This is an optimization exercise on Yosys and OpenROAD, whose aim is small area, a short achievable clock period and few clock cycles per item, not a production implementation. Function was not checked in any run shown here: the RTL went through the layout flow alone. Power is estimated from default activity; no workload was simulated.

==> flow/design.v, too long to show whole: its modules and the start of the top module <==
// module csa_layer: 1899 lines
// module result_buffer: 91 lines
// module wallace_mult: 33 lines
module wallace_mult (
	input  logic                  clk,
	input  logic                  rst_n,
	input  logic                  in_valid,
	input  wallace_pkg::operand_t a,
	input  wallace_pkg::operand_t b,
	output logic                  in_credit,
	output logic                  out_valid,
	output wallace_pkg::product_t product,
	input  logic                  out_credit
);
  // ...
==> flow/run.sh <==
#!/bin/bash
# synth_recipe.tcl (not shown) runs the flow's synth.tcl, then flattens the netlist and writes it again
# the make line also repeats each setting of config.mk as NAME=value (left out here)
make -C /OpenROAD-flow-scripts/flow DESIGN_CONFIG=/design/flow/config.mk WORK_HOME=/design/flow/orfs CLKGATE_MAP_FILE= SYNTH_SCRIPT=/design/flow/synth_recipe.tcl finish
==> flow/config.mk <==
export PLATFORM = sky130hd
export DESIGN_NAME = wallace_mult
export DESIGN_NICKNAME = wallace_mult
export VERILOG_FILES = /design/flow/design.v
export SDC_FILE = /design/flow/constraint.sdc
export NUM_CORES = 4
export LEC_CHECK = 0
export CAP_MARGIN = 20
export CORE_MARGIN = 2
export CORE_UTILIZATION = 40
export SETUP_SLACK_MARGIN = 1.8
export SLEW_MARGIN = 20
==> flow/constraint.sdc <==
create_clock -name core_clock -period 4.0 [get_ports {clk}]
set_input_delay 0.8000 -clock core_clock [delete_from_list [all_inputs] [get_ports {clk}]]
set_output_delay 0.8000 -clock core_clock [all_outputs]
set_load 0.01 [all_outputs]
==> flow_summary.toml, run 1 <==
[logic_synthesis]
synth_adder_area_share = 0.166
yosys-mux-area-fraction = 0.00654
syn_inst = 1336
avgSynthCellArea_um2 = 13.2
synth.top_cell.area_share = 0.509
synth_area_mm2 = 0.0176
synth_xor_area_frac = 0.0971
synthDistinctLibCells = 64

[power_and_ir_drop]
power_switching_mw = 5.63
p_per_area_mw_per_mm2 = 754

[setup_path]
crit_slowest_cell = "fa_1"
path_delay_family = "adder cells"

[sta]
tightest_slew_ns = 0.713
setup_tns_ns = 0
worst_slack_ns = 1.65

[min_path]
hp-class = "register to register"
whs_path_depth = 0

[drt]
highest_layer = "met4"

[finish]
largestClassByArea = "sequential cells"
nFlopsAndLatches = 314

[clocking]
cts_tree = "done"
root_buffer = "clkbuf_16"
clk_latency_ns = 0.53

[flow_run]
drv_cap = 0

[grt]
met1_usage = 0.232

[floorplan]
die_width_um = 214

[outcome]
status = "finished clean"

[placed_design]
place.port_buffers = 69
==> module result_buffer, before the edit <==
module result_buffer #(
	parameter int NS = 2
) (
	input  logic                  clk,
	input  logic                  rst_n,
	input  logic                  in_valid,
	input  wallace_pkg::product_t push_data,
	input  logic                  out_credit,
	output logic [NS-1:0]         load,
	output logic                  out_valid,
	output wallace_pkg::product_t product,
	output logic                  in_credit
);
	localparam int DEPTH = 2;
	localparam int SLOTS = NS + DEPTH;
	logic [DEPTH-1:0][32-1:0] mem;
	logic [2:0] count;
	logic [2:0] count_next;
	logic [1:0] out_cnt;
	logic [1:0] out_cnt_next;
	logic [NS-1:0] valid;
	logic [NS-1:0] move;
	logic pop;
	logic push;
	logic [2:0] up_cnt;
	logic [2:0] up_cnt_next;
	logic [2:0] total;
	logic [2:0] total_next;
	logic pop_next;
	logic up_full_next;
	logic room_next;
	assign pop = out_valid;
	assign push = move[NS-1];
	assign product = mem[0];
	assign count_next = count + 3'(push) - 3'(pop);
	assign out_cnt_next = out_cnt + 2'(out_credit) - 2'(pop);
	assign up_cnt_next = up_cnt - 3'(in_valid) + 3'(in_credit);
	assign total_next = total - 3'(pop) + 3'(in_credit);
	assign pop_next = (push || (count > 3'd1) || ((count == 3'd1) && !pop)) &&
		(out_credit || (out_cnt > 2'd1) || ((out_cnt == 2'd1) && !pop));
	assign up_full_next = ((up_cnt == 3'(4)) && (in_credit || !in_valid)) ||
		((up_cnt == 3'(4 - 1)) && in_credit && !in_valid);
	assign room_next = (total < 3'(SLOTS - 1)) ||
		((total == 3'(SLOTS - 1)) && !(in_credit && !pop)) ||
		((total == 3'(SLOTS)) && pop && !in_credit) ||
		(total_next == 3'(SLOTS) && pop_next);
	always_comb begin
		move[NS-1] = valid[NS-1] && ((count != 3'(DEPTH)) || pop);
		for (int k = NS - 2; k >= 0; k--) begin
			move[k] = valid[k] && (!valid[k+1] || move[k+1]);
		end
		load[0] = in_valid;
		for (int k = 1; k < NS; k++) begin
			load[k] = move[k-1];
		end
	end
	for (genvar k = 0; k < DEPTH; k++) begin : g_entry
		logic shift;
		logic fill;
		assign shift = pop && (3'(k + 1) < count);
		assign fill = push && (3'(k) == count - 3'(pop));
		always_ff @(posedge clk) begin
			if (shift || fill) begin
				if (k + 1 < DEPTH && shift) begin
					mem[k] <= mem[(k + 1 < DEPTH) ? k + 1 : k];
				end else begin
					mem[k] <= push_data;
				end
			end
		end
	end
	always_ff @(posedge clk or negedge rst_n) begin
		if (!rst_n) begin
			valid <= '0;
			count <= '0;
			out_cnt <= 2'(2);
			out_valid <= 1'b0;
			up_cnt <= 3'(4);
			total <= 3'(4);
			in_credit <= 1'b0;
		end else begin
			valid <= load | (valid & ~move);
			count <= count_next;
			out_cnt <= out_cnt_next;
			out_valid <= pop_next;
			up_cnt <= up_cnt_next;
			total <= total_next;
			in_credit <= !up_full_next && room_next;
		end
	end
endmodule
==> run 2: changes to the inputs <==
--- a/flow/design.v
+++ b/flow/design.v
@@ -749,73 +749,10 @@
 	logic two_6_q1;
 	logic one_7_q1;
 	logic two_7_q1;
-	logic [136:0] st2_q;
-	logic pp6_12_q2;
-	logic pp7_7_q2;
-	logic pp7_10_q2;
-	logic pp7_13_q2;
-	logic pp7_15_q2;
-	logic c4_q2;
-	logic s5_q2;
-	logic c5_q2;
-	logic s6_q2;
-	logic s7_q2;
-	logic c7_q2;
-	logic s8_q2;
-	logic s9_q2;
-	logic s10_q2;
-	logic c10_q2;
-	logic s12_q2;
-	logic c12_q2;
-	logic s13_q2;
-	logic c13_q2;
-	logic c14_q2;
-	logic s15_q2;
-	logic c15_q2;
-	logic s16_q2;
-	logic c16_q2;
-	logic s17_q2;
-	logic c17_q2;
-	logic s18_q2;
-	logic c18_q2;
-	logic s19_q2;
-	logic c19_q2;
-	logic s20_q2;
-	logic c20_q2;
-	logic s21_q2;
-	logic c21_q2;
-	logic s22_q2;
-	logic c22_q2;
-	logic s23_q2;
-	logic c23_q2;
-	logic s24_q2;
-	logic c24_q2;
-	logic s25_q2;
-	logic c25_q2;
-	logic s26_q2;
-	logic c26_q2;
-	logic s27_q2;
-	logic c27_q2;
-	logic s28_q2;
-	logic c28_q2;
-	logic s29_q2;
-	logic c29_q2;
-	logic s30_q2;
-	logic c30_q2;
-	logic s31_q2;
-	logic c31_q2;
-	logic s32_q2;
-	logic c32_q2;
-	logic c33_q2;
-	logic s34_q2;
-	logic c34_q2;
-	logic s36_q2;
+	logic [101:0] st2_q;
 	logic s37_q2;
 	logic s38_q2;
 	logic s40_q2;
-	logic c40_q2;
-	logic c41_q2;
-	logic s42_q2;
 	logic c42_q2;
 	logic s43_q2;
 	logic c43_q2;
@@ -825,38 +762,58 @@
 	logic c45_q2;
 	logic s46_q2;
 	logic c46_q2;
+	logic s47_q2;
 	logic c47_q2;
 	logic s48_q2;
 	logic c48_q2;
+	logic s49_q2;
+	logic c49_q2;
 	logic s50_q2;
 	logic c50_q2;
+	logic s51_q2;
+	logic c51_q2;
 	logic s52_q2;
 	logic c52_q2;
+	logic s53_q2;
+	logic c53_q2;
+	logic s54_q2;
 	logic c54_q2;
+	logic s55_q2;
+	logic c55_q2;
+	logic s56_q2;
 	logic c56_q2;
+	logic s57_q2;
+	logic c57_q2;
+	logic s58_q2;
 	logic c58_q2;
+	logic s59_q2;
+	logic c59_q2;
+	logic s60_q2;
 	logic c60_q2;
+	logic s61_q2;
+	logic c61_q2;
+	logic s62_q2;
 	logic c62_q2;
+	logic s63_q2;
+	logic c63_q2;
+	logic s64_q2;
 	logic c64_q2;
+	logic s65_q2;
+	logic c65_q2;
 	logic s66_q2;
 	logic c66_q2;
+	logic s67_q2;
+	logic c67_q2;
 	logic s68_q2;
 	logic c68_q2;
+	logic s69_q2;
+	logic c69_q2;
 	logic s70_q2;
-	logic c70_q2;
+	logic s71_q2;
 	logic c71_q2;
-	logic s72_q2;
-	logic c72_q2;
-	logic s73_q2;
-	logic c73_q2;
 	logic s74_q2;
-	logic c74_q2;
-	logic s75_q2;
-	logic c75_q2;
 	logic s76_q2;
 	logic c76_q2;
-	logic c79_q2;
-	logic s80_q2;
 	logic c80_q2;
 	logic s81_q2;
 	logic c81_q2;
@@ -864,30 +821,38 @@
 	logic c82_q2;
 	logic s83_q2;
 	logic c83_q2;
+	logic s84_q2;
+	logic c84_q2;
+	logic c85_q2;
+	logic s99_q2;
+	logic c99_q2;
+	logic s100_q2;
 	logic c100_q2;
+	logic s101_q2;
 	logic c101_q2;
 	logic s102_q2;
-	logic c102_q2;
-	logic s103_q2;
-	logic c106_q2;
-	logic s107_q2;
-	logic c107_q2;
-	logic s108_q2;
 	logic c108_q2;
-	logic c132_q2;
-	logic s133_q2;
+	logic s109_q2;
+	logic c109_q2;
+	logic c110_q2;
+	logic s132_q2;
 	logic p0_q2;
-	logic p3_q2;
+	logic g4_q2;
+	logic p4_q2;
+	logic g5_q2;
+	logic p5_q2;
+	logic g30_q2;
+	logic p30_q2;
 	logic g31_q2;
 	logic p31_q2;
 	logic G0_1_q2;
-	logic P0_1_q2;
 	logic G0_3_q2;
 	logic P0_3_q2;
-	logic G1_2_q2;
+	logic P1_3_q2;
 	logic y1_q2;
 	logic y2_q2;
-	logic [61:0] st3_q;
+	logic y3_q2;
+	logic [62:0] st3_q;
 	logic p0_q3;
 	logic g8_q3;
 	logic p8_q3;
@@ -899,27 +864,21 @@
 	logic p13_q3;
 	logic g14_q3;
 	logic p14_q3;
-	logic g15_q3;
 	logic p15_q3;
 	logic g16_q3;
 	logic p16_q3;
-	logic g17_q3;
 	logic p17_q3;
 	logic g18_q3;
 	logic p18_q3;
-	logic g19_q3;
 	logic p19_q3;
 	logic g20_q3;
 	logic p20_q3;
-	logic g21_q3;
 	logic p21_q3;
 	logic g22_q3;
 	logic p22_q3;
-	logic g23_q3;
 	logic p23_q3;
 	logic g24_q3;
 	logic p24_q3;
-	logic g25_q3;
 	logic p25_q3;
 	logic g26_q3;
 	logic p26_q3;
@@ -931,13 +890,20 @@
 	logic p31_q3;
 	logic G0_9_q3;
 	logic P0_9_q3;
-	logic G0_11_q3;
 	logic G0_13_q3;
+	logic G0_15_q3;
+	logic G0_17_q3;
+	logic G0_19_q3;
+	logic G0_21_q3;
+	logic G0_23_q3;
+	logic G0_25_q3;
 	logic G0_27_q3;
 	logic G0_29_q3;
 	logic P0_29_q3;
 	logic G1_10_q3;
 	logic P1_10_q3;
+	logic G1_11_q3;
+	logic P1_11_q3;
 	logic G1_30_q3;
 	logic G1_31_q3;
 	logic P1_31_q3;
@@ -1218,55 +1184,55 @@
 	assign c45 = (pp5_1 & c3) | (pp5_1 & s4) | (c3 & s4);
 	assign s46 = pp3_6 ^ pp4_4 ^ pp5_2;
 	assign c46 = (pp3_6 & pp4_4) | (pp3_6 & pp5_2) | (pp4_4 & pp5_2);
-	assign s47 = c4_q2 ^ s6_q2 ^ s5_q2;
+	assign s47 = c4 ^ s6 ^ s5;
 	assign c47 = (c4 & s6) | (c4 & s5) | (s6 & s5);
 	assign s48 = pp5_3 ^ pp6_1 ^ c6;
 	assign c48 = (pp5_3 & pp6_1) | (pp5_3 & c6) | (pp6_1 & c6);
-	assign s49 = s8_q2 ^ c5_q2 ^ s7_q2;
-	assign c49 = (s8_q2 & c5_q2) | (s8_q2 & s7_q2) | (c5_q2 & s7_q2);
+	assign s49 = s8 ^ c5 ^ s7;
+	assign c49 = (s8 & c5) | (s8 & s7) | (c5 & s7);
 	assign s50 = pp6_2 ^ c8 ^ s11;
 	assign c50 = (pp6_2 & c8) | (pp6_2 & s11) | (c8 & s11);
-	assign s51 = c7_q2 ^ s9_q2 ^ s10_q2;
-	assign c51 = (c7_q2 & s9_q2) | (c7_q2 & s10_q2) | (s9_q2 & s10_q2);
+	assign s51 = c7 ^ s9 ^ s10;
+	assign c51 = (c7 & s9) | (c7 & s10) | (s9 & s10);
 	assign s52 = c11 ^ s14 ^ c9;
 	assign c52 = (c11 & s14) | (c11 & c9) | (s14 & c9);
-	assign s53 = c10_q2 ^ s12_q2 ^ s13_q2;
-	assign c53 = (c10_q2 & s12_q2) | (c10_q2 & s13_q2) | (s12_q2 & s13_q2);
-	assign s54 = c14_q2 ^ c12_q2 ^ c13_q2;
+	assign s53 = c10 ^ s12 ^ s13;
+	assign c53 = (c10 & s12) | (c10 & s13) | (s12 & s13);
+	assign s54 = c14 ^ c12 ^ c13;
 	assign c54 = (c14 & c12) | (c14 & c13) | (c12 & c13);
-	assign s55 = s15_q2 ^ s16_q2 ^ s17_q2;
-	assign c55 = (s15_q2 & s16_q2) | (s15_q2 & s17_q2) | (s16_q2 & s17_q2);
-	assign s56 = c15_q2 ^ c16_q2 ^ c17_q2;
+	assign s55 = s15 ^ s16 ^ s17;
+	assign c55 = (s15 & s16) | (s15 & s17) | (s16 & s17);
+	assign s56 = c15 ^ c16 ^ c17;
 	assign c56 = (c15 & c16) | (c15 & c17) | (c16 & c17);
-	assign s57 = s18_q2 ^ s19_q2 ^ s20_q2;
-	assign c57 = (s18_q2 & s19_q2) | (s18_q2 & s20_q2) | (s19_q2 & s20_q2);
-	assign s58 = c18_q2 ^ c19_q2 ^ c20_q2;
+	assign s57 = s18 ^ s19 ^ s20;
+	assign c57 = (s18 & s19) | (s18 & s20) | (s19 & s20);
+	assign s58 = c18 ^ c19 ^ c20;
 	assign c58 = (c18 & c19) | (c18 & c20) | (c19 & c20);
-	assign s59 = s21_q2 ^ s22_q2 ^ s23_q2;
-	assign c59 = (s21_q2 & s22_q2) | (s21_q2 & s23_q2) | (s22_q2 & s23_q2);
-	assign s60 = s24_q2 ^ c21_q2 ^ c22_q2;
+	assign s59 = s21 ^ s22 ^ s23;
+	assign c59 = (s21 & s22) | (s21 & s23) | (s22 & s23);
+	assign s60 = s24 ^ c21 ^ c22;
 	assign c60 = (s24 & c21) | (s24 & c22) | (c21 & c22);
-	assign s61 = c23_q2 ^ s25_q2 ^ s26_q2;
-	assign c61 = (c23_q2 & s25_q2) | (c23_q2 & s26_q2) | (s25_q2 & s26_q2);
-	assign s62 = c24_q2 ^ s29_q2 ^ c25_q2;
+	assign s61 = c23 ^ s25 ^ s26;
+	assign c61 = (c23 & s25) | (c23 & s26) | (s25 & s26);
+	assign s62 = c24 ^ s29 ^ c25;
 	assign c62 = (c24 & s29) | (c24 & c25) | (s29 & c25);
-	assign s63 = c26_q2 ^ s27_q2 ^ s28_q2;
-	assign c63 = (c26_q2 & s27_q2) | (c26_q2 & s28_q2) | (s27_q2 & s28_q2);
-	assign s64 = pp7_7_q2 ^ c29_q2 ^ c27_q2;
+	assign s63 = c26 ^ s27 ^ s28;
+	assign c63 = (c26 & s27) | (c26 & s28) | (s27 & s28);
+	assign s64 = pp7_7 ^ c29 ^ c27;
 	assign c64 = (pp7_7 & c29) | (pp7_7 & c27) | (c29 & c27);
-	assign s65 = c28_q2 ^ s30_q2 ^ s31_q2;
-	assign c65 = (c28_q2 & s30_q2) | (c28_q2 & s31_q2) | (s30_q2 & s31_q2);
+	assign s65 = c28 ^ s30 ^ s31;
+	assign c65 = (c28 & s30) | (c28 & s31) | (s30 & s31);
 	assign s66 = pp6_10 ^ pp7_8 ^ s33;
 	assign c66 = (pp6_10 & pp7_8) | (pp6_10 & s33) | (pp7_8 & s33);
-	assign s67 = c30_q2 ^ c31_q2 ^ s32_q2;
-	assign c67 = (c30_q2 & c31_q2) | (c30_q2 & s32_q2) | (c31_q2 & s32_q2);
+	assign s67 = c30 ^ c31 ^ s32;
+	assign c67 = (c30 & c31) | (c30 & s32) | (c31 & s32);
 	assign s68 = pp5_13 ^ pp6_11 ^ pp7_9;
 	assign c68 = (pp5_13 & pp6_11) | (pp5_13 & pp7_9) | (pp6_11 & pp7_9);
-	assign s69 = c33_q2 ^ c32_q2 ^ s34_q2;
-	assign c69 = (c33_q2 & c32_q2) | (c33_q2 & s34_q2) | (c32_q2 & s34_q2);
+	assign s69 = c33 ^ c32 ^ s34;
+	assign c69 = (c33 & c32) | (c33 & s34) | (c32 & s34);
 	assign s70 = s35 ^ pp4_16 ^ pp5_14;
 	assign c70 = (s35 & pp4_16) | (s35 & pp5_14) | (pp4_16 & pp5_14);
-	assign s71 = pp6_12_q2 ^ pp7_10_q2 ^ c34_q2;
+	assign s71 = pp6_12 ^ pp7_10 ^ c34;
 	assign c71 = (pp6_12 & pp7_10) | (pp6_12 & c34) | (pp7_10 & c34);
 	assign s72 = sn4 ^ pp8_9 ^ c35;
 	assign c72 = (sn4 & pp8_9) | (sn4 & c35) | (pp8_9 & c35);
@@ -1292,41 +1258,41 @@
 	assign c82 = (pp3_2 & c37) | (pp3_2 & s39) | (c37 & s39);
 	assign s83 = c39 ^ s41 ^ c38;
 	assign c83 = (c39 & s41) | (c39 & c38) | (s41 & c38);
-	assign s84 = c41_q2 ^ c40_q2 ^ s42_q2;
-	assign c84 = (c41_q2 & c40_q2) | (c41_q2 & s42_q2) | (c40_q2 & s42_q2);
+	assign s84 = c41 ^ c40 ^ s42;
+	assign c84 = (c41 & c40) | (c41 & s42) | (c40 & s42);
 	assign s85 = c42_q2 ^ s44_q2 ^ c43_q2;
-	assign c85 = (c42_q2 & s44_q2) | (c42_q2 & c43_q2) | (s44_q2 & c43_q2);
+	assign c85 = (c42 & s44) | (c42 & c43) | (s44 & c43);
 	assign s86 = c44_q2 ^ s46_q2 ^ c45_q2;
 	assign c86 = (c44_q2 & s46_q2) | (c44_q2 & c45_q2) | (s46_q2 & c45_q2);
 	assign s87 = c46_q2 ^ s48_q2 ^ c47_q2;
 	assign c87 = (c46_q2 & s48_q2) | (c46_q2 & c47_q2) | (s48_q2 & c47_q2);
-	assign s88 = c48_q2 ^ s50_q2 ^ c49;
-	assign c88 = (c48_q2 & s50_q2) | (c48_q2 & c49) | (s50_q2 & c49);
-	assign s89 = c50_q2 ^ s52_q2 ^ c51;
-	assign c89 = (c50_q2 & s52_q2) | (c50_q2 & c51) | (s52_q2 & c51);
-	assign s90 = c52_q2 ^ c53 ^ s54;
-	assign c90 = (c52_q2 & c53) | (c52_q2 & s54) | (c53 & s54);
-	assign s91 = c54_q2 ^ c55 ^ s56;
-	assign c91 = (c54_q2 & c55) | (c54_q2 & s56) | (c55 & s56);
-	assign s92 = c56_q2 ^ c57 ^ s58;
-	assign c92 = (c56_q2 & c57) | (c56_q2 & s58) | (c57 & s58);
-	assign s93 = c58_q2 ^ c59 ^ s60;
-	assign c93 = (c58_q2 & c59) | (c58_q2 & s60) | (c59 & s60);
-	assign s94 = c60_q2 ^ c61 ^ s62;
-	assign c94 = (c60_q2 & c61) | (c60_q2 & s62) | (c61 & s62);
-	assign s95 = c62_q2 ^ c63 ^ s64;
-	assign c95 = (c62_q2 & c63) | (c62_q2 & s64) | (c63 & s64);
-	assign s96 = c64_q2 ^ s66_q2 ^ c65;
-	assign c96 = (c64_q2 & s66_q2) | (c64_q2 & c65) | (s66_q2 & c65);
-	assign s97 = s68_q2 ^ c66_q2 ^ c67;
-	assign c97 = (s68_q2 & c66_q2) | (s68_q2 & c67) | (c66_q2 & c67);
-	assign s98 = c68_q2 ^ s70_q2 ^ c69;
-	assign c98 = (c68_q2 & s70_q2) | (c68_q2 & c69) | (s70_q2 & c69);
-	assign s99 = s72_q2 ^ c70_q2 ^ s73_q2;
-	assign c99 = (s72_q2 & c70_q2) | (s72_q2 & s73_q2) | (c70_q2 & s73_q2);
-	assign s100 = c72_q2 ^ s75_q2 ^ c73_q2;
+	assign s88 = c48_q2 ^ s50_q2 ^ c49_q2;
+	assign c88 = (c48_q2 & s50_q2) | (c48_q2 & c49_q2) | (s50_q2 & c49_q2);
+	assign s89 = c50_q2 ^ s52_q2 ^ c51_q2;
+	assign c89 = (c50_q2 & s52_q2) | (c50_q2 & c51_q2) | (s52_q2 & c51_q2);
+	assign s90 = c52_q2 ^ c53_q2 ^ s54_q2;
+	assign c90 = (c52_q2 & c53_q2) | (c52_q2 & s54_q2) | (c53_q2 & s54_q2);
+	assign s91 = c54_q2 ^ c55_q2 ^ s56_q2;
+	assign c91 = (c54_q2 & c55_q2) | (c54_q2 & s56_q2) | (c55_q2 & s56_q2);
+	assign s92 = c56_q2 ^ c57_q2 ^ s58_q2;
+	assign c92 = (c56_q2 & c57_q2) | (c56_q2 & s58_q2) | (c57_q2 & s58_q2);
+	assign s93 = c58_q2 ^ c59_q2 ^ s60_q2;
+	assign c93 = (c58_q2 & c59_q2) | (c58_q2 & s60_q2) | (c59_q2 & s60_q2);
+	assign s94 = c60_q2 ^ c61_q2 ^ s62_q2;
+	assign c94 = (c60_q2 & c61_q2) | (c60_q2 & s62_q2) | (c61_q2 & s62_q2);
+	assign s95 = c62_q2 ^ c63_q2 ^ s64_q2;
+	assign c95 = (c62_q2 & c63_q2) | (c62_q2 & s64_q2) | (c63_q2 & s64_q2);
+	assign s96 = c64_q2 ^ s66_q2 ^ c65_q2;
+	assign c96 = (c64_q2 & s66_q2) | (c64_q2 & c65_q2) | (s66_q2 & c65_q2);
+	assign s97 = s68_q2 ^ c66_q2 ^ c67_q2;
+	assign c97 = (s68_q2 & c66_q2) | (s68_q2 & c67_q2) | (c66_q2 & c67_q2);
+	assign s98 = c68_q2 ^ s70_q2 ^ c69_q2;
+	assign c98 = (c68_q2 & s70_q2) | (c68_q2 & c69_q2) | (s70_q2 & c69_q2);
+	assign s99 = s72 ^ c70 ^ s73;
+	assign c99 = (s72 & c70) | (s72 & s73) | (c70 & s73);
+	assign s100 = c72 ^ s75 ^ c73;
 	assign c100 = (c72 & s75) | (c72 & c73) | (s75 & c73);
-	assign s101 = pp7_13_q2 ^ c75_q2 ^ c74_q2;
+	assign s101 = pp7_13 ^ c75 ^ c74;
 	assign c101 = (pp7_13 & c75) | (pp7_13 & c74) | (c75 & c74);
 	assign s102 = s77 ^ pp6_16 ^ pp7_14;
 	assign c102 = (s77 & pp6_16) | (s77 & pp7_14) | (pp6_16 & pp7_14);
@@ -1342,53 +1308,53 @@
 	assign c107 = (pp2_0 & pp1_2) | (pp2_0 & s78) | (pp1_2 & s78);
 	assign s108 = pp2_1 ^ c78 ^ s79;
 	assign c108 = (pp2_1 & c78) | (pp2_1 & s79) | (c78 & s79);
-	assign s109 = c79_q2 ^ s36_q2 ^ s80_q2;
-	assign c109 = (c79_q2 & s36_q2) | (c79_q2 & s80_q2) | (s36_q2 & s80_q2);
+	assign s109 = c79 ^ s36 ^ s80;
+	assign c109 = (c79 & s36) | (c79 & s80) | (s36 & s80);
 	assign s110 = s37_q2 ^ c80_q2 ^ s81_q2;
-	assign c110 = (s37_q2 & c80_q2) | (s37_q2 & s81_q2) | (c80_q2 & s81_q2);
+	assign c110 = (s37 & c80) | (s37 & s81) | (c80 & s81);
 	assign s111 = s38_q2 ^ c81_q2 ^ s82_q2;
 	assign c111 = (s38_q2 & c81_q2) | (s38_q2 & s82_q2) | (c81_q2 & s82_q2);
 	assign s112 = s40_q2 ^ c82_q2 ^ s83_q2;
 	assign c112 = (s40_q2 & c82_q2) | (s40_q2 & s83_q2) | (c82_q2 & s83_q2);
-	assign s113 = c83_q2 ^ s43_q2 ^ s84;
-	assign c113 = (c83_q2 & s43_q2) | (c83_q2 & s84) | (s43_q2 & s84);
-	assign s114 = s45_q2 ^ c84 ^ s85;
-	assign c114 = (s45_q2 & c84) | (s45_q2 & s85) | (c84 & s85);
-	assign s115 = s47 ^ c85 ^ s86;
-	assign c115 = (s47 & c85) | (s47 & s86) | (c85 & s86);
-	assign s116 = s49 ^ c86 ^ s87;
-	assign c116 = (s49 & c86) | (s49 & s87) | (c86 & s87);
-	assign s117 = s51 ^ c87 ^ s88;
-	assign c117 = (s51 & c87) | (s51 & s88) | (c87 & s88);
-	assign s118 = s53 ^ c88 ^ s89;
-	assign c118 = (s53 & c88) | (s53 & s89) | (c88 & s89);
-	assign s119 = s55 ^ c89 ^ s90;
-	assign c119 = (s55 & c89) | (s55 & s90) | (c89 & s90);
-	assign s120 = s57 ^ c90 ^ s91;
-	assign c120 = (s57 & c90) | (s57 & s91) | (c90 & s91);
-	assign s121 = s59 ^ c91 ^ s92;
-	assign c121 = (s59 & c91) | (s59 & s92) | (c91 & s92);
-	assign s122 = s61 ^ c92 ^ s93;
-	assign c122 = (s61 & c92) | (s61 & s93) | (c92 & s93);
-	assign s123 = s63 ^ c93 ^ s94;
-	assign c123 = (s63 & c93) | (s63 & s94) | (c93 & s94);
-	assign s124 = s65 ^ c94 ^ s95;
-	assign c124 = (s65 & c94) | (s65 & s95) | (c94 & s95);
-	assign s125 = s67 ^ c95 ^ s96;
-	assign c125 = (s67 & c95) | (s67 & s96) | (c95 & s96);
-	assign s126 = s69 ^ c96 ^ s97;
-	assign c126 = (s69 & c96) | (s69 & s97) | (c96 & s97);
-	assign s127 = s71 ^ c97 ^ s98;
-	assign c127 = (s71 & c97) | (s71 & s98) | (c97 & s98);
-	assign s128 = c71_q2 ^ s99 ^ c98;
-	assign c128 = (c71_q2 & s99) | (c71_q2 & c98) | (s99 & c98);
-	assign s129 = s74_q2 ^ c99 ^ s100;
-	assign c129 = (s74_q2 & c99) | (s74_q2 & s100) | (c99 & s100);
-	assign s130 = s76_q2 ^ c100_q2 ^ s101;
-	assign c130 = (s76_q2 & c100_q2) | (s76_q2 & s101) | (c100_q2 & s101);
+	assign s113 = c83_q2 ^ s43_q2 ^ s84_q2;
+	assign c113 = (c83_q2 & s43_q2) | (c83_q2 & s84_q2) | (s43_q2 & s84_q2);
+	assign s114 = s45_q2 ^ c84_q2 ^ s85;
+	assign c114 = (s45_q2 & c84_q2) | (s45_q2 & s85) | (c84_q2 & s85);
+	assign s115 = s47_q2 ^ c85_q2 ^ s86;
+	assign c115 = (s47_q2 & c85_q2) | (s47_q2 & s86) | (c85_q2 & s86);
+	assign s116 = s49_q2 ^ c86 ^ s87;
+	assign c116 = (s49_q2 & c86) | (s49_q2 & s87) | (c86 & s87);
+	assign s117 = s51_q2 ^ c87 ^ s88;
+	assign c117 = (s51_q2 & c87) | (s51_q2 & s88) | (c87 & s88);
+	assign s118 = s53_q2 ^ c88 ^ s89;
+	assign c118 = (s53_q2 & c88) | (s53_q2 & s89) | (c88 & s89);
+	assign s119 = s55_q2 ^ c89 ^ s90;
+	assign c119 = (s55_q2 & c89) | (s55_q2 & s90) | (c89 & s90);
+	assign s120 = s57_q2 ^ c90 ^ s91;
+	assign c120 = (s57_q2 & c90) | (s57_q2 & s91) | (c90 & s91);
+	assign s121 = s59_q2 ^ c91 ^ s92;
+	assign c121 = (s59_q2 & c91) | (s59_q2 & s92) | (c91 & s92);
+	assign s122 = s61_q2 ^ c92 ^ s93;
+	assign c122 = (s61_q2 & c92) | (s61_q2 & s93) | (c92 & s93);
+	assign s123 = s63_q2 ^ c93 ^ s94;
+	assign c123 = (s63_q2 & c93) | (s63_q2 & s94) | (c93 & s94);
+	assign s124 = s65_q2 ^ c94 ^ s95;
+	assign c124 = (s65_q2 & c94) | (s65_q2 & s95) | (c94 & s95);
+	assign s125 = s67_q2 ^ c95 ^ s96;
+	assign c125 = (s67_q2 & c95) | (s67_q2 & s96) | (c95 & s96);
+	assign s126 = s69_q2 ^ c96 ^ s97;
+	assign c126 = (s69_q2 & c96) | (s69_q2 & s97) | (c96 & s97);
+	assign s127 = s71_q2 ^ c97 ^ s98;
+	assign c127 = (s71_q2 & c97) | (s71_q2 & s98) | (c97 & s98);
+	assign s128 = c71_q2 ^ s99_q2 ^ c98;
+	assign c128 = (c71_q2 & s99_q2) | (c71_q2 & c98) | (s99_q2 & c98);
+	assign s129 = s74_q2 ^ c99_q2 ^ s100_q2;
+	assign c129 = (s74_q2 & c99_q2) | (s74_q2 & s100_q2) | (c99_q2 & s100_q2);
+	assign s130 = s76_q2 ^ c100_q2 ^ s101_q2;
+	assign c130 = (s76_q2 & c100_q2) | (s76_q2 & s101_q2) | (c100_q2 & s101_q2);
 	assign s131 = c76_q2 ^ s102_q2 ^ c101_q2;
 	assign c131 = (c76_q2 & s102_q2) | (c76_q2 & c101_q2) | (s102_q2 & c101_q2);
-	assign s132 = pp7_15_q2 ^ s103_q2 ^ c102_q2;
+	assign s132 = pp7_15 ^ s103 ^ c102;
 	assign c132 = (pp7_15 & s103) | (pp7_15 & c102) | (s103 & c102);
 	assign s133 = s104 ^ pp7_16 ^ c103;
 	assign c133 = (s104 & pp7_16) | (s104 & c103) | (pp7_16 & c103);
@@ -1400,16 +1366,16 @@
 	assign p2 = s105 ^ pp1_0;
 	assign g3 = c105 & s106;
 	assign p3 = c105 ^ s106;
-	assign g4 = c106_q2 & s107_q2;
-	assign p4 = c106_q2 ^ s107_q2;
-	assign g5 = c107_q2 & s108_q2;
-	assign p5 = c107_q2 ^ s108_q2;
-	assign g6 = c108_q2 & s109;
-	assign p6 = c108_q2 ^ s109;
-	assign g7 = c109 & s110;
-	assign p7 = c109 ^ s110;
-	assign g8 = c110 & s111;
-	assign p8 = c110 ^ s111;
+	assign g4 = c106 & s107;
+	assign p4 = c106 ^ s107;
+	assign g5 = c107 & s108;
+	assign p5 = c107 ^ s108;
+	assign g6 = c108_q2 & s109_q2;
+	assign p6 = c108_q2 ^ s109_q2;
+	assign g7 = c109_q2 & s110;
+	assign p7 = c109_q2 ^ s110;
+	assign g8 = c110_q2 & s111;
+	assign p8 = c110_q2 ^ s111;
 	assign g9 = c111 & s112;
 	assign p9 = c111 ^ s112;
 	assign g10 = c112 & s113;
@@ -1450,95 +1416,95 @@
 	assign p27 = c129 ^ s130;
 	assign g28 = c130 & s131;
 	assign p28 = c130 ^ s131;
-	assign g29 = c131 & s132;
-	assign p29 = c131 ^ s132;
-	assign g30 = c132_q2 & s133_q2;
-	assign p30 = c132_q2 ^ s133_q2;
+	assign g29 = c131 & s132_q2;
+	assign p29 = c131 ^ s132_q2;
+	assign g30 = c132 & s133;
+	assign p30 = c132 ^ s133;
 	assign g31 = c133 & s134;
 	assign p31 = c133 ^ s134;
 	assign G0_1 = pp0_1 & g0;
 	assign P0_1 = pp0_1 & p0;
 	assign G0_3 = g3 | (p3 & g2);
 	assign P0_3 = p3 & p2;
-	assign G0_5 = g5 | (p5 & g4);
-	assign P0_5 = p5 & p4;
+	assign G0_5 = g5_q2 | (p5_q2 & g4_q2);
+	assign P0_5 = p5_q2 & p4_q2;
 	assign G0_7 = g7 | (p7 & g6);
 	assign P0_7 = p7 & p6;
 	assign G0_9 = g9 | (p9 & g8);
 	assign P0_9 = p9 & p8;
 	assign G0_11 = g11 | (p11 & g10);
-	assign P0_11 = p11_q3 & p10_q3;
+	assign P0_11 = p11 & p10;
 	assign G0_13 = g13 | (p13 & g12);
 	assign P0_13 = p13_q3 & p12_q3;
-	assign G0_15 = g15_q3 | (p15_q3 & g14_q3);
+	assign G0_15 = g15 | (p15 & g14);
 	assign P0_15 = p15_q3 & p14_q3;
-	assign G0_17 = g17_q3 | (p17_q3 & g16_q3);
+	assign G0_17 = g17 | (p17 & g16);
 	assign P0_17 = p17_q3 & p16_q3;
-	assign G0_19 = g19_q3 | (p19_q3 & g18_q3);
+	assign G0_19 = g19 | (p19 & g18);
 	assign P0_19 = p19_q3 & p18_q3;
-	assign G0_21 = g21_q3 | (p21_q3 & g20_q3);
+	assign G0_21 = g21 | (p21 & g20);
 	assign P0_21 = p21_q3 & p20_q3;
-	assign G0_23 = g23_q3 | (p23_q3 & g22_q3);
+	assign G0_23 = g23 | (p23 & g22);
 	assign P0_23 = p23_q3 & p22_q3;
-	assign G0_25 = g25_q3 | (p25_q3 & g24_q3);
+	assign G0_25 = g25 | (p25 & g24);
 	assign P0_25 = p25_q3 & p24_q3;
 	assign G0_27 = g27 | (p27 & g26);
 	assign P0_27 = p27_q3 & p26_q3;
 	assign G0_29 = g29 | (p29 & g28);
 	assign P0_29 = p29 & p28;
-	assign G0_31 = g31_q2 | (p31_q2 & g30);
-	assign P0_31 = p31_q2 & p30;
+	assign G0_31 = g31_q2 | (p31_q2 & g30_q2);
+	assign P0_31 = p31_q2 & p30_q2;
 	assign G1_2 = g2 | (p2 & G0_1);
 	assign P1_2 = p2 & P0_1;
 	assign G1_3 = G0_3_q2 | (P0_3_q2 & G0_1_q2);
-	assign P1_3 = P0_3_q2 & P0_1_q2;
+	assign P1_3 = P0_3 & P0_1;
 	assign G1_6 = g6 | (p6 & G0_5);
 	assign P1_6 = p6 & P0_5;
 	assign G1_7 = G0_7 | (P0_7 & G0_5);
 	assign P1_7 = P0_7 & P0_5;
 	assign G1_10 = g10 | (p10 & G0_9);
 	assign P1_10 = p10 & P0_9;
-	assign G1_11 = G0_11_q3 | (P0_11 & G0_9_q3);
-	assign P1_11 = P0_11 & P0_9_q3;
+	assign G1_11 = G0_11 | (P0_11 & G0_9);
+	assign P1_11 = P0_11 & P0_9;
 	assign G1_14 = g14_q3 | (p14_q3 & G0_13_q3);
 	assign P1_14 = p14_q3 & P0_13;
-	assign G1_15 = G0_15 | (P0_15 & G0_13_q3);
+	assign G1_15 = G0_15_q3 | (P0_15 & G0_13_q3);
 	assign P1_15 = P0_15 & P0_13;
-	assign G1_18 = g18_q3 | (p18_q3 & G0_17);
+	assign G1_18 = g18_q3 | (p18_q3 & G0_17_q3);
 	assign P1_18 = p18_q3 & P0_17;
-	assign G1_19 = G0_19 | (P0_19 & G0_17);
+	assign G1_19 = G0_19_q3 | (P0_19 & G0_17_q3);
 	assign P1_19 = P0_19 & P0_17;
-	assign G1_22 = g22_q3 | (p22_q3 & G0_21);
+	assign G1_22 = g22_q3 | (p22_q3 & G0_21_q3);
 	assign P1_22 = p22_q3 & P0_21;
-	assign G1_23 = G0_23 | (P0_23 & G0_21);
+	assign G1_23 = G0_23_q3 | (P0_23 & G0_21_q3);
 	assign P1_23 = P0_23 & P0_21;
-	assign G1_26 = g26_q3 | (p26_q3 & G0_25);
+	assign G1_26 = g26_q3 | (p26_q3 & G0_25_q3);
 	assign P1_26 = p26_q3 & P0_25;
-	assign G1_27 = G0_27_q3 | (P0_27 & G0_25);
+	assign G1_27 = G0_27_q3 | (P0_27 & G0_25_q3);
 	assign P1_27 = P0_27 & P0_25;
-	assign G1_30 = g30 | (p30 & G0_29);
+	assign G1_30 = g30_q2 | (p30_q2 & G0_29);
 	assign P1_30 = p30_q3 & P0_29_q3;
 	assign G1_31 = G0_31 | (P0_31 & G0_29);
 	assign P1_31 = P0_31 & P0_29;
-	assign G2_4 = g4 | (p4 & G1_3);
-	assign P2_4 = p4 & P1_3;
+	assign G2_4 = g4_q2 | (p4_q2 & G1_3);
+	assign P2_4 = p4_q2 & P1_3_q2;
 	assign G2_5 = G0_5 | (P0_5 & G1_3);
-	assign P2_5 = P0_5 & P1_3;
+	assign P2_5 = P0_5 & P1_3_q2;
 	assign G2_6 = G1_6 | (P1_6 & G1_3);
-	assign P2_6 = P1_6 & P1_3;
+	assign P2_6 = P1_6 & P1_3_q2;
 	assign G2_7 = G1_7 | (P1_7 & G1_3);
-	assign P2_7 = P1_7 & P1_3;
-	assign G2_12 = g12_q3 | (p12_q3 & G1_11);
-	assign P2_12 = p12_q3 & P1_11;
-	assign G2_13 = G0_13_q3 | (P0_13 & G1_11);
-	assign P2_13 = P0_13 & P1_11;
-	assign G2_14 = G1_14 | (P1_14 & G1_11);
-	assign P2_14 = P1_14 & P1_11;
-	assign G2_15 = G1_15 | (P1_15 & G1_11);
-	assign P2_15 = P1_15 & P1_11;
+	assign P2_7 = P1_7 & P1_3_q2;
+	assign G2_12 = g12_q3 | (p12_q3 & G1_11_q3);
+	assign P2_12 = p12_q3 & P1_11_q3;
+	assign G2_13 = G0_13_q3 | (P0_13 & G1_11_q3);
+	assign P2_13 = P0_13 & P1_11_q3;
+	assign G2_14 = G1_14 | (P1_14 & G1_11_q3);
+	assign P2_14 = P1_14 & P1_11_q3;
+	assign G2_15 = G1_15 | (P1_15 & G1_11_q3);
+	assign P2_15 = P1_15 & P1_11_q3;
 	assign G2_20 = g20_q3 | (p20_q3 & G1_19);
 	assign P2_20 = p20_q3 & P1_19;
-	assign G2_21 = G0_21 | (P0_21 & G1_19);
+	assign G2_21 = G0_21_q3 | (P0_21 & G1_19);
 	assign P2_21 = P0_21 & P1_19;
 	assign G2_22 = G1_22 | (P1_22 & G1_19);
 	assign P2_22 = P1_22 & P1_19;
@@ -1558,8 +1524,8 @@
 	assign P3_9 = P0_9 & P2_7;
 	assign G3_10 = G1_10_q3 | (P1_10_q3 & G2_7_q3);
 	assign P3_10 = P1_10 & P2_7;
-	assign G3_11 = G1_11 | (P1_11 & G2_7_q3);
-	assign P3_11 = P1_11 & P2_7_q3;
+	assign G3_11 = G1_11_q3 | (P1_11_q3 & G2_7_q3);
+	assign P3_11 = P1_11 & P2_7;
 	assign G3_12 = G2_12 | (P2_12 & G2_7_q3);
 	assign P3_12 = P2_12 & P2_7_q3;
 	assign G3_13 = G2_13 | (P2_13 & G2_7_q3);
@@ -1570,7 +1536,7 @@
 	assign P3_15 = P2_15 & P2_7_q3;
 	assign G3_24 = g24_q3 | (p24_q3 & G2_23);
 	assign P3_24 = p24_q3 & P2_23;
-	assign G3_25 = G0_25 | (P0_25 & G2_23);
+	assign G3_25 = G0_25_q3 | (P0_25 & G2_23);
 	assign P3_25 = P0_25 & P2_23;
 	assign G3_26 = G1_26 | (P1_26 & G2_23);
 	assign P3_26 = P1_26 & P2_23;
@@ -1586,7 +1552,7 @@
 	assign P3_31 = P2_31 & P2_23;
 	assign G4_16 = g16_q3 | (p16_q3 & G3_15);
 	assign P4_16 = p16_q3 & P3_15;
-	assign G4_17 = G0_17 | (P0_17 & G3_15);
+	assign G4_17 = G0_17_q3 | (P0_17 & G3_15);
 	assign P4_17 = P0_17 & P3_15;
 	assign G4_18 = G1_18 | (P1_18 & G3_15);
 	assign P4_18 = P1_18 & P3_15;
@@ -1618,9 +1584,9 @@
 	assign P4_31 = P3_31 & P3_15;
 	assign y1 = pp0_1 ^ g0;
 	assign y2 = p2 ^ G0_1;
-	assign y3 = p3_q2 ^ G1_2_q2;
-	assign y4 = p4 ^ G1_3;
-	assign y5 = p5 ^ G2_4;
+	assign y3 = p3 ^ G1_2;
+	assign y4 = p4_q2 ^ G1_3;
+	assign y5 = p5_q2 ^ G2_4;
 	assign y6 = p6 ^ G2_5;
 	assign y7 = p7 ^ G2_6;
 	assign y8 = p8_q3 ^ G2_7_q3;
@@ -1694,149 +1660,114 @@
 	assign two_7_q1 = st1_q[39];
 	always_ff @(posedge clk) begin
 		if (en[1]) begin
-			st2_q <= {y2, y1, G1_2, P0_3, G0_3, P0_1, G0_1, p31, g31, p3, p0, s133, c132, c108, s108, c107, s107, c106, s103, c102, s102, c101, c100, c83, s83, c82, s82, c81, s81, c80, s80, c79, c76, s76, c75, s75, c74, s74, c73, s73, c72, s72, c71, c70, s70, c68, s68, c66, s66, c64, c62, c60, c58, c56, c54, c52, s52, c50, s50, c48, s48, c47, c46, s46, c45, s45, c44, s44, c43, s43, c42, s42, c41, c40, s40, s38, s37, s36, c34, s34, c33, c32, s32, c31, s31, c30, s30, c29, s29, c28, s28, c27, s27, c26, s26, c25, s25, c24, s24, c23, s23, c22, s22, c21, s21, c20, s20, c19, s19, c18, s18, c17, s17, c16, s16, c15, s15, c14, c13, s13, c12, s12, c10, s10, s9, s8, c7, s7, s6, c5, s5, c4, pp7_15, pp7_13, pp7_10, pp7_7, pp6_12};
+			st2_q <= {y3, y2, y1, P1_3, P0_3, G0_3, G0_1, p31, g31, p30, g30, p5, g5, p4, g4, p0, s132, c110, c109, s109, c108, s102, c101, s101, c100, s100, c99, s99, c85, c84, s84, c83, s83, c82, s82, c81, s81, c80, c76, s76, s74, c71, s71, s70, c69, s69, c68, s68, c67, s67, c66, s66, c65, s65, c64, s64, c63, s63, c62, s62, c61, s61, c60, s60, c59, s59, c58, s58, c57, s57, c56, s56, c55, s55, c54, s54, c53, s53, c52, s52, c51, s51, c50, s50, c49, s49, c48, s48, c47, s47, c46, s46, c45, s45, c44, s44, c43, s43, c42, s40, s38, s37};
 		end
 	end
-	assign pp6_12_q2 = st2_q[0];
-	assign pp7_7_q2 = st2_q[1];
-	assign pp7_10_q2 = st2_q[2];
-	assign pp7_13_q2 = st2_q[3];
-	assign pp7_15_q2 = st2_q[4];
-	assign c4_q2 = st2_q[5];
-	assign s5_q2 = st2_q[6];
-	assign c5_q2 = st2_q[7];
-	assign s6_q2 = st2_q[8];
-	assign s7_q2 = st2_q[9];
-	assign c7_q2 = st2_q[10];
-	assign s8_q2 = st2_q[11];
-	assign s9_q2 = st2_q[12];
-	assign s10_q2 = st2_q[13];
-	assign c10_q2 = st2_q[14];
-	assign s12_q2 = st2_q[15];
-	assign c12_q2 = st2_q[16];
-	assign s13_q2 = st2_q[17];
-	assign c13_q2 = st2_q[18];
-	assign c14_q2 = st2_q[19];
-	assign s15_q2 = st2_q[20];
-	assign c15_q2 = st2_q[21];
-	assign s16_q2 = st2_q[22];
-	assign c16_q2 = st2_q[23];
-	assign s17_q2 = st2_q[24];
-	assign c17_q2 = st2_q[25];
-	assign s18_q2 = st2_q[26];
-	assign c18_q2 = st2_q[27];
-	assign s19_q2 = st2_q[28];
-	assign c19_q2 = st2_q[29];
-	assign s20_q2 = st2_q[30];
-	assign c20_q2 = st2_q[31];
-	assign s21_q2 = st2_q[32];
-	assign c21_q2 = st2_q[33];
-	assign s22_q2 = st2_q[34];
-	assign c22_q2 = st2_q[35];
-	assign s23_q2 = st2_q[36];
-	assign c23_q2 = st2_q[37];
-	assign s24_q2 = st2_q[38];
-	assign c24_q2 = st2_q[39];
-	assign s25_q2 = st2_q[40];
-	assign c25_q2 = st2_q[41];
-	assign s26_q2 = st2_q[42];
-	assign c26_q2 = st2_q[43];
-	assign s27_q2 = st2_q[44];
-	assign c27_q2 = st2_q[45];
-	assign s28_q2 = st2_q[46];
-	assign c28_q2 = st2_q[47];
-	assign s29_q2 = st2_q[48];
-	assign c29_q2 = st2_q[49];
-	assign s30_q2 = st2_q[50];
-	assign c30_q2 = st2_q[51];
-	assign s31_q2 = st2_q[52];
-	assign c31_q2 = st2_q[53];
-	assign s32_q2 = st2_q[54];
-	assign c32_q2 = st2_q[55];
-	assign c33_q2 = st2_q[56];
-	assign s34_q2 = st2_q[57];
-	assign c34_q2 = st2_q[58];
-	assign s36_q2 = st2_q[59];
-	assign s37_q2 = st2_q[60];
-	assign s38_q2 = st2_q[61];
-	assign s40_q2 = st2_q[62];
-	assign c40_q2 = st2_q[63];
-	assign c41_q2 = st2_q[64];
-	assign s42_q2 = st2_q[65];
-	assign c42_q2 = st2_q[66];
-	assign s43_q2 = st2_q[67];
-	assign c43_q2 = st2_q[68];
-	assign s44_q2 = st2_q[69];
-	assign c44_q2 = st2_q[70];
-	assign s45_q2 = st2_q[71];
-	assign c45_q2 = st2_q[72];
-	assign s46_q2 = st2_q[73];
-	assign c46_q2 = st2_q[74];
-	assign c47_q2 = st2_q[75];
-	assign s48_q2 = st2_q[76];
-	assign c48_q2 = st2_q[77];
-	assign s50_q2 = st2_q[78];
-	assign c50_q2 = st2_q[79];
-	assign s52_q2 = st2_q[80];
-	assign c52_q2 = st2_q[81];
-	assign c54_q2 = st2_q[82];
-	assign c56_q2 = st2_q[83];
-	assign c58_q2 = st2_q[84];
-	assign c60_q2 = st2_q[85];
-	assign c62_q2 = st2_q[86];
-	assign c64_q2 = st2_q[87];
-	assign s66_q2 = st2_q[88];
-	assign c66_q2 = st2_q[89];
-	assign s68_q2 = st2_q[90];
-	assign c68_q2 = st2_q[91];
-	assign s70_q2 = st2_q[92];
-	assign c70_q2 = st2_q[93];
-	assign c71_q2 = st2_q[94];
-	assign s72_q2 = st2_q[95];
-	assign c72_q2 = st2_q[96];
-	assign s73_q2 = st2_q[97];
-	assign c73_q2 = st2_q[98];
-	assign s74_q2 = st2_q[99];
-	assign c74_q2 = st2_q[100];
-	assign s75_q2 = st2_q[101];
-	assign c75_q2 = st2_q[102];
-	assign s76_q2 = st2_q[103];
-	assign c76_q2 = st2_q[104];
-	assign c79_q2 = st2_q[105];
-	assign s80_q2 = st2_q[106];
-	assign c80_q2 = st2_q[107];
-	assign s81_q2 = st2_q[108];
-	assign c81_q2 = st2_q[109];
-	assign s82_q2 = st2_q[110];
-	assign c82_q2 = st2_q[111];
-	assign s83_q2 = st2_q[112];
-	assign c83_q2 = st2_q[113];
-	assign c100_q2 = st2_q[114];
-	assign c101_q2 = st2_q[115];
-	assign s102_q2 = st2_q[116];
-	assign c102_q2 = st2_q[117];
-	assign s103_q2 = st2_q[118];
-	assign c106_q2 = st2_q[119];
-	assign s107_q2 = st2_q[120];
-	assign c107_q2 = st2_q[121];
-	assign s108_q2 = st2_q[122];
-	assign c108_q2 = st2_q[123];
-	assign c132_q2 = st2_q[124];
-	assign s133_q2 = st2_q[125];
-	assign p0_q2 = st2_q[126];
-	assign p3_q2 = st2_q[127];
-	assign g31_q2 = st2_q[128];
-	assign p31_q2 = st2_q[129];
-	assign G0_1_q2 = st2_q[130];
-	assign P0_1_q2 = st2_q[131];
-	assign G0_3_q2 = st2_q[132];
-	assign P0_3_q2 = st2_q[133];
-	assign G1_2_q2 = st2_q[134];
-	assign y1_q2 = st2_q[135];
-	assign y2_q2 = st2_q[136];
+	assign s37_q2 = st2_q[0];
+	assign s38_q2 = st2_q[1];
+	assign s40_q2 = st2_q[2];
+	assign c42_q2 = st2_q[3];
+	assign s43_q2 = st2_q[4];
+	assign c43_q2 = st2_q[5];
+	assign s44_q2 = st2_q[6];
+	assign c44_q2 = st2_q[7];
+	assign s45_q2 = st2_q[8];
+	assign c45_q2 = st2_q[9];
+	assign s46_q2 = st2_q[10];
+	assign c46_q2 = st2_q[11];
+	assign s47_q2 = st2_q[12];
+	assign c47_q2 = st2_q[13];
+	assign s48_q2 = st2_q[14];
+	assign c48_q2 = st2_q[15];
+	assign s49_q2 = st2_q[16];
+	assign c49_q2 = st2_q[17];
+	assign s50_q2 = st2_q[18];
+	assign c50_q2 = st2_q[19];
+	assign s51_q2 = st2_q[20];
+	assign c51_q2 = st2_q[21];
+	assign s52_q2 = st2_q[22];
+	assign c52_q2 = st2_q[23];
+	assign s53_q2 = st2_q[24];
+	assign c53_q2 = st2_q[25];
+	assign s54_q2 = st2_q[26];
+	assign c54_q2 = st2_q[27];
+	assign s55_q2 = st2_q[28];
+	assign c55_q2 = st2_q[29];
+	assign s56_q2 = st2_q[30];
+	assign c56_q2 = st2_q[31];
+	assign s57_q2 = st2_q[32];
+	assign c57_q2 = st2_q[33];
+	assign s58_q2 = st2_q[34];
+	assign c58_q2 = st2_q[35];
+	assign s59_q2 = st2_q[36];
+	assign c59_q2 = st2_q[37];
+	assign s60_q2 = st2_q[38];
+	assign c60_q2 = st2_q[39];
+	assign s61_q2 = st2_q[40];
+	assign c61_q2 = st2_q[41];
+	assign s62_q2 = st2_q[42];
+	assign c62_q2 = st2_q[43];
+	assign s63_q2 = st2_q[44];
+	assign c63_q2 = st2_q[45];
+	assign s64_q2 = st2_q[46];
+	assign c64_q2 = st2_q[47];
+	assign s65_q2 = st2_q[48];
+	assign c65_q2 = st2_q[49];
+	assign s66_q2 = st2_q[50];
+	assign c66_q2 = st2_q[51];
+	assign s67_q2 = st2_q[52];
+	assign c67_q2 = st2_q[53];
+	assign s68_q2 = st2_q[54];
+	assign c68_q2 = st2_q[55];
+	assign s69_q2 = st2_q[56];
+	assign c69_q2 = st2_q[57];
+	assign s70_q2 = st2_q[58];
+	assign s71_q2 = st2_q[59];
+	assign c71_q2 = st2_q[60];
+	assign s74_q2 = st2_q[61];
+	assign s76_q2 = st2_q[62];
+	assign c76_q2 = st2_q[63];
+	assign c80_q2 = st2_q[64];
+	assign s81_q2 = st2_q[65];
+	assign c81_q2 = st2_q[66];
+	assign s82_q2 = st2_q[67];
+	assign c82_q2 = st2_q[68];
+	assign s83_q2 = st2_q[69];
+	assign c83_q2 = st2_q[70];
+	assign s84_q2 = st2_q[71];
+	assign c84_q2 = st2_q[72];
+	assign c85_q2 = st2_q[73];
+	assign s99_q2 = st2_q[74];
+	assign c99_q2 = st2_q[75];
+	assign s100_q2 = st2_q[76];
+	assign c100_q2 = st2_q[77];
+	assign s101_q2 = st2_q[78];
+	assign c101_q2 = st2_q[79];
+	assign s102_q2 = st2_q[80];
+	assign c108_q2 = st2_q[81];
+	assign s109_q2 = st2_q[82];
+	assign c109_q2 = st2_q[83];
+	assign c110_q2 = st2_q[84];
+	assign s132_q2 = st2_q[85];
+	assign p0_q2 = st2_q[86];
+	assign g4_q2 = st2_q[87];
+	assign p4_q2 = st2_q[88];
+	assign g5_q2 = st2_q[89];
+	assign p5_q2 = st2_q[90];
+	assign g30_q2 = st2_q[91];
+	assign p30_q2 = st2_q[92];
+	assign g31_q2 = st2_q[93];
+	assign p31_q2 = st2_q[94];
+	assign G0_1_q2 = st2_q[95];
+	assign G0_3_q2 = st2_q[96];
+	assign P0_3_q2 = st2_q[97];
+	assign P1_3_q2 = st2_q[98];
+	assign y1_q2 = st2_q[99];
+	assign y2_q2 = st2_q[100];
+	assign y3_q2 = st2_q[101];
 	always_ff @(posedge clk) begin
 		if (en[2]) begin
-			st3_q <= {y7, y6, y5, y4, y3, y2_q2, y1_q2, P2_7, G2_7, P1_31, G1_31, G1_30, P1_10, G1_10, P0_29, G0_29, G0_27, G0_13, G0_11, P0_9, G0_9, p31_q2, p30, p29, p28, g28, p27, p26, g26, p25, g25, p24, g24, p23, g23, p22, g22, p21, g21, p20, g20, p19, g19, p18, g18, p17, g17, p16, g16, p15, g15, p14, g14, p13, p12, g12, p11, p10, p9, p8, g8, p0_q2};
+			st3_q <= {y7, y6, y5, y4, y3_q2, y2_q2, y1_q2, P2_7, G2_7, P1_31, G1_31, G1_30, P1_11, G1_11, P1_10, G1_10, P0_29, G0_29, G0_27, G0_25, G0_23, G0_21, G0_19, G0_17, G0_15, G0_13, P0_9, G0_9, p31_q2, p30_q2, p29, p28, g28, p27, p26, g26, p25, p24, g24, p23, p22, g22, p21, p20, g20, p19, p18, g18, p17, p16, g16, p15, p14, g14, p13, p12, g12, p11, p10, p9, p8, g8, p0_q2};
 		end
 	end
 	assign p0_q3 = st3_q[0];
@@ -1850,57 +1781,58 @@
 	assign p13_q3 = st3_q[8];
 	assign g14_q3 = st3_q[9];
 	assign p14_q3 = st3_q[10];
-	assign g15_q3 = st3_q[11];
-	assign p15_q3 = st3_q[12];
-	assign g16_q3 = st3_q[13];
-	assign p16_q3 = st3_q[14];
-	assign g17_q3 = st3_q[15];
-	assign p17_q3 = st3_q[16];
-	assign g18_q3 = st3_q[17];
-	assign p18_q3 = st3_q[18];
-	assign g19_q3 = st3_q[19];
-	assign p19_q3 = st3_q[20];
-	assign g20_q3 = st3_q[21];
-	assign p20_q3 = st3_q[22];
-	assign g21_q3 = st3_q[23];
-	assign p21_q3 = st3_q[24];
-	assign g22_q3 = st3_q[25];
-	assign p22_q3 = st3_q[26];
-	assign g23_q3 = st3_q[27];
-	assign p23_q3 = st3_q[28];
-	assign g24_q3 = st3_q[29];
-	assign p24_q3 = st3_q[30];
-	assign g25_q3 = st3_q[31];
-	assign p25_q3 = st3_q[32];
-	assign g26_q3 = st3_q[33];
-	assign p26_q3 = st3_q[34];
-	assign p27_q3 = st3_q[35];
-	assign g28_q3 = st3_q[36];
-	assign p28_q3 = st3_q[37];
-	assign p29_q3 = st3_q[38];
-	assign p30_q3 = st3_q[39];
-	assign p31_q3 = st3_q[40];
-	assign G0_9_q3 = st3_q[41];
-	assign P0_9_q3 = st3_q[42];
-	assign G0_11_q3 = st3_q[43];
-	assign G0_13_q3 = st3_q[44];
-	assign G0_27_q3 = st3_q[45];
-	assign G0_29_q3 = st3_q[46];
-	assign P0_29_q3 = st3_q[47];
-	assign G1_10_q3 = st3_q[48];
-	assign P1_10_q3 = st3_q[49];
-	assign G1_30_q3 = st3_q[50];
-	assign G1_31_q3 = st3_q[51];
-	assign P1_31_q3 = st3_q[52];
-	assign G2_7_q3 = st3_q[53];
-	assign P2_7_q3 = st3_q[54];
-	assign y1_q3 = st3_q[55];
-	assign y2_q3 = st3_q[56];
-	assign y3_q3 = st3_q[57];
-	assign y4_q3 = st3_q[58];
-	assign y5_q3 = st3_q[59];
-	assign y6_q3 = st3_q[60];
-	assign y7_q3 = st3_q[61];
+	assign p15_q3 = st3_q[11];
+	assign g16_q3 = st3_q[12];
+	assign p16_q3 = st3_q[13];
+	assign p17_q3 = st3_q[14];
+	assign g18_q3 = st3_q[15];
+	assign p18_q3 = st3_q[16];
+	assign p19_q3 = st3_q[17];
+	assign g20_q3 = st3_q[18];
+	assign p20_q3 = st3_q[19];
+	assign p21_q3 = st3_q[20];
+	assign g22_q3 = st3_q[21];
+	assign p22_q3 = st3_q[22];
+	assign p23_q3 = st3_q[23];
+	assign g24_q3 = st3_q[24];
+	assign p24_q3 = st3_q[25];
+	assign p25_q3 = st3_q[26];
+	assign g26_q3 = st3_q[27];
+	assign p26_q3 = st3_q[28];
+	assign p27_q3 = st3_q[29];
+	assign g28_q3 = st3_q[30];
+	assign p28_q3 = st3_q[31];
+	assign p29_q3 = st3_q[32];
+	assign p30_q3 = st3_q[33];
+	assign p31_q3 = st3_q[34];
+	assign G0_9_q3 = st3_q[35];
+	assign P0_9_q3 = st3_q[36];
+	assign G0_13_q3 = st3_q[37];
+	assign G0_15_q3 = st3_q[38];
+	assign G0_17_q3 = st3_q[39];
+	assign G0_19_q3 = st3_q[40];
+	assign G0_21_q3 = st3_q[41];
+	assign G0_23_q3 = st3_q[42];
+	assign G0_25_q3 = st3_q[43];
+	assign G0_27_q3 = st3_q[44];
+	assign G0_29_q3 = st3_q[45];
+	assign P0_29_q3 = st3_q[46];
+	assign G1_10_q3 = st3_q[47];
+	assign P1_10_q3 = st3_q[48];
+	assign G1_11_q3 = st3_q[49];
+	assign P1_11_q3 = st3_q[50];
+	assign G1_30_q3 = st3_q[51];
+	assign G1_31_q3 = st3_q[52];
+	assign P1_31_q3 = st3_q[53];
+	assign G2_7_q3 = st3_q[54];
+	assign P2_7_q3 = st3_q[55];
+	assign y1_q3 = st3_q[56];
+	assign y2_q3 = st3_q[57];
+	assign y3_q3 = st3_q[58];
+	assign y4_q3 = st3_q[59];
+	assign y5_q3 = st3_q[60];
+	assign y6_q3 = st3_q[61];
+	assign y7_q3 = st3_q[62];
 	assign product = {y31, y30, y29, y28, y27, y26, y25, y24, y23, y22, y21, y20, y19, y18, y17, y16, y15, y14, y13, y12, y11, y10, y9, y8, y7_q3, y6_q3, y5_q3, y4_q3, y3_q3, y2_q3, y1_q3, p0_q3};
 endmodule
 module result_buffer #(
@@ -1927,28 +1859,19 @@
 	logic [NS-1:0] move;
 	logic pop;
 	logic push;
+	logic [2:0] n_ops;
+	logic [2:0] n_ops_next;
 	logic [2:0] up_cnt;
 	logic [2:0] up_cnt_next;
-	logic [2:0] total;
-	logic [2:0] total_next;
 	logic pop_next;
-	logic up_full_next;
-	logic room_next;
 	assign pop = out_valid;
 	assign push = move[NS-1];
 	assign product = mem[0];
 	assign count_next = count + 3'(push) - 3'(pop);
 	assign out_cnt_next = out_cnt + 2'(out_credit) - 2'(pop);
+	assign n_ops_next = n_ops + 3'(in_valid) - 3'(pop);
 	assign up_cnt_next = up_cnt - 3'(in_valid) + 3'(in_credit);
-	assign total_next = total - 3'(pop) + 3'(in_credit);
-	assign pop_next = (push || (count > 3'd1) || ((count == 3'd1) && !pop)) &&
-		(out_credit || (out_cnt > 2'd1) || ((out_cnt == 2'd1) && !pop));
-	assign up_full_next = ((up_cnt == 3'(4)) && (in_credit || !in_valid)) ||
-		((up_cnt == 3'(4 - 1)) && in_credit && !in_valid);
-	assign room_next = (total < 3'(SLOTS - 1)) ||
-		((total == 3'(SLOTS - 1)) && !(in_credit && !pop)) ||
-		((total == 3'(SLOTS)) && pop && !in_credit) ||
-		(total_next == 3'(SLOTS) && pop_next);
+	assign pop_next = (count_next != 3'd0) && (out_cnt_next != 2'd0);
 	always_comb begin
 		move[NS-1] = valid[NS-1] && ((count != 3'(DEPTH)) || pop);
 		for (int k = NS - 2; k >= 0; k--) begin
@@ -1980,17 +1903,18 @@
 			count <= '0;
 			out_cnt <= 2'(2);
 			out_valid <= 1'b0;
+			n_ops <= '0;
 			up_cnt <= 3'(4);
-			total <= 3'(4);
 			in_credit <= 1'b0;
 		end else begin
 			valid <= load | (valid & ~move);
 			count <= count_next;
 			out_cnt <= out_cnt_next;
 			out_valid <= pop_next;
+			n_ops <= n_ops_next;
 			up_cnt <= up_cnt_next;
-			total <= total_next;
-			in_credit <= !up_full_next && room_next;
+			in_credit <= (up_cnt_next < 3'(4)) &&
+				(4'(n_ops_next) + 4'(up_cnt_next) - 4'(pop_next) < 4'(SLOTS));
 		end
 	end
 endmodule
--- a/flow/config.mk
+++ b/flow/config.mk
@@ -8,5 +8,5 @@
 export CAP_MARGIN = 20
 export CORE_MARGIN = 2
 export CORE_UTILIZATION = 40
-export SETUP_SLACK_MARGIN = 1.8
+export SETUP_SLACK_MARGIN = 1.9
 export SLEW_MARGIN = 20
==> run 2 against run 1 <==
  * Critical path type unchanged
  * Still clean
  * Die area is 6.9% lower
  * Count of clock-buffer cells in the layout up 1
  * Area after synthesis down 7.0%
  * Core utilization increased by 3.0 points
  * Hold slack better by 0.0045 ns
  * Register-to-register slack worse by 0.96 ns
==> flow_summary.toml, run 2 <==
[outcome]
status = "finished clean"

[grt]
met1_usage = 0.245
grt_pass1_wl_mm = 56.8
busiest_layer = "met2"

[clocking]
htreeDepth = 2
cts_tree = "done"
clk_latency_ns = 0.52
cts_made_buffers = 34
cts.sinks = 280
root_buffer = "clkbuf_16"

[placed_design]
place_inst = 1761
place.port_buffers = 69

[logic_synthesis]
ys_seq_area_frac = 0.509
synth.top_cell.area_share = 0.485
synthTopCellsByArea = "edfxtp_1 (48%), fa_1 (13%), xnor2_1 (7.1%)"
synthDistinctLibCells = 49
synth_adder_area_share = 0.188
yosys-mux-area-fraction = 0.00964
synth_area_mm2 = 0.0164
syn_inst = 1256
avgSynthCellArea_um2 = 13.0
synth_xor_area_frac = 0.0974
ys_async_sr_fraction = 0.0571

[drt]
totalWireLength_mm = 37.2
drtIter0Drc = 642
first_pass_iters = 5
drc = 0
wl_per_cell_um = 18.5

[min_path]
hp-class = "register to register"

[sta]
slew_viol_final = 0
tightest_slew_ns = 0.746
final_hold_viol_count = 0
setup_tns_ns = 0

[power_and_ir_drop]
power_switching_mw = 5.87
vdd_drop_max_mv = 0.513
p_sw_frac = 0.355
p_per_area_mw_per_mm2 = 770
leakage_nw = 8.43
pwr-share-seq = 0.351

[floorplan]
ioPinCount = 70
fp-row-count = 74
die_width_um = 206

[flow_run]
drv_cap = 0

[finish]
nFillCells = 3372
layout_commonest_cell = "edfxtp_1"
most-common-layout-cells = "edfxtp_1 (264), buf_4 (119), xnor2_1 (118), nand2_1 (92), inv_1 (86)"

[setup_path]
crit_path_end_kind = "register"
max_stage_delay_ns = 0.49
crit_slowest_cell = "fa_1"
-- run 2: cell count changes after synthesis, moves of 8 or more --
cell / previous run / this run
o211ai_1: 8 / 0
maj3_1: 11 / 2
fa_1: 99 / 108
edfxtp_1: 298 / 264
xor2_1: 21 / 49
inv_1: 135 / 118
xnor2_1: 174 / 133
-- run 2: power by group through the flow --
| stage | sequential (mW) | clock (mW) | combinational (mW) |
|---|---|---|---|
| finish | 5.80 | 2.81 | 7.91 |
| detailed placement | 6.06 | 0 | 6.56 |
| floorplan | 5.70 | 0 | 5.07 |
| global route | 5.93 | 3.01 | 8.97 |
| global placement | 6.02 | 0 | 6.44 |
| CTS | 5.82 | 2.90 | 7.33 |
-- run 2: layer usage --
layer / part of all wire / wire length, um
met1: 0.46 / 16900
met2: 0.46 / 17000
met3: 0.058 / 2170
met4: 0.028 / 1040
met5: 0 / 0
-- run 2: path summary, 6_finish.rpt --
| path | from | to | slack (ns) | depth (start not counted) |
|---|---|---|---|---|
| worst max-delay path | u_result_buffer.out_valid$_DFF_PN0_ | u_result_buffer.in_credit$_DFF_PN0_ | 0.69 | 14 |
| worst min-delay path | u_csa.st2_q[99]$_DFFE_PP_ | u_csa.st3_q[56]$_DFFE_PP_ | 0.42 | 0 |
| worst min register to register | u_csa.st2_q[99]$_DFFE_PP_ | u_csa.st3_q[56]$_DFFE_PP_ | 0.42 | 0 |
| max in group asynchronous | rst_n | u_result_buffer.out_valid$_DFF_PN0_ | 2.75 | 1 |
| worst max register to register | u_result_buffer.out_valid$_DFF_PN0_ | u_result_buffer.in_credit$_DFF_PN0_ | 0.69 | 14 |
| min in group asynchronous | rst_n | u_result_buffer.count[1]$_DFF_PN0_ | 0.73 | 1 |
-- run 2: layout make-up --
class | count | area, um^2 | share of cell area
clock buffers | 41 | 898 | 0.0419
multi-input cells | 739 | 8080 | 0.377
well taps | 532 | 666 | 0.0310
repair buffers | 279 | 2920 | 0.136
clock inverters | 18 | 106 | 0.00496
flip-flops and latches | 280 | 8330 | 0.388
inverters | 120 | 455 | 0.0212
-- run 2: kinds of logic after synthesis --
logic type	count (synthesis)
AOI/OAI and AO/OA	193
xor gates and xnor gates	182
buffers and inverters	241
adders and majority gates	182
DFF	280
muxes	14
and+or+nand+nor	164
-- run 2: critical path: cells and delay by family (launching register included) --
family                     cells  cell delay (ns)
and+or+nand+nor                3             0.52
DFF                            1             0.45
buffers and inverters          2             0.08
adders and majority gates      5             1.45
AOI/OAI and AO/OA              3             0.54
xor gates and xnor gates       1             0.15
-- run 2: metrics by stage --
stage | worst slack [ns] | instance area, um^2
after floorplan | 0.833 | 17400
after global placement | 0.516 | 17700
after detailed placement | 0.439 | 17700
after CTS | 0.708 | 20500
after global routing | 0.569 | 21500
final | 0.687 | 21500
-- run 2: repair_timing --
| action | CTS | global route |
|---|---|---|
| cloned | 4 | 3 |
| pin swaps | 96 | 107 |
| gates resized for setup | 155 | 117 |
| endpoints found under the setup margin | 284 | 214 |
| buffers inserted | 133 | 49 |

==> re-timing with driven ports <==
Ports are ideal in the flow. The routed layouts listed here were re-timed in OpenROAD. Step 1 sets driving cells, clkbuf_16 on the clock port and buf_2 on the other inputs (assumed; they add their load-dependent delay and slew). Step 2 also shifts input and output timing later by t, the mid clock arrival at the registers, as if the neighbouring blocks saw the same clock. Slacks: no drivers / after step 1 / after step 2; pairs: no drivers / after step 1.
run	shift t [ns]	setup WS [ns]	worst setup path after step 2	pins driven straight from the clock port
run 1	0.574	1.652 / 1.652 / 1.652	register to register	1
run 2	0.564	0.687 / 0.687 / 0.438	input to register	1
After both steps setup and hold are still met in every run listed. The setup slack of run 2, which loses most, moves by 0.000 ns with the drivers and by -0.249 ns with both steps.
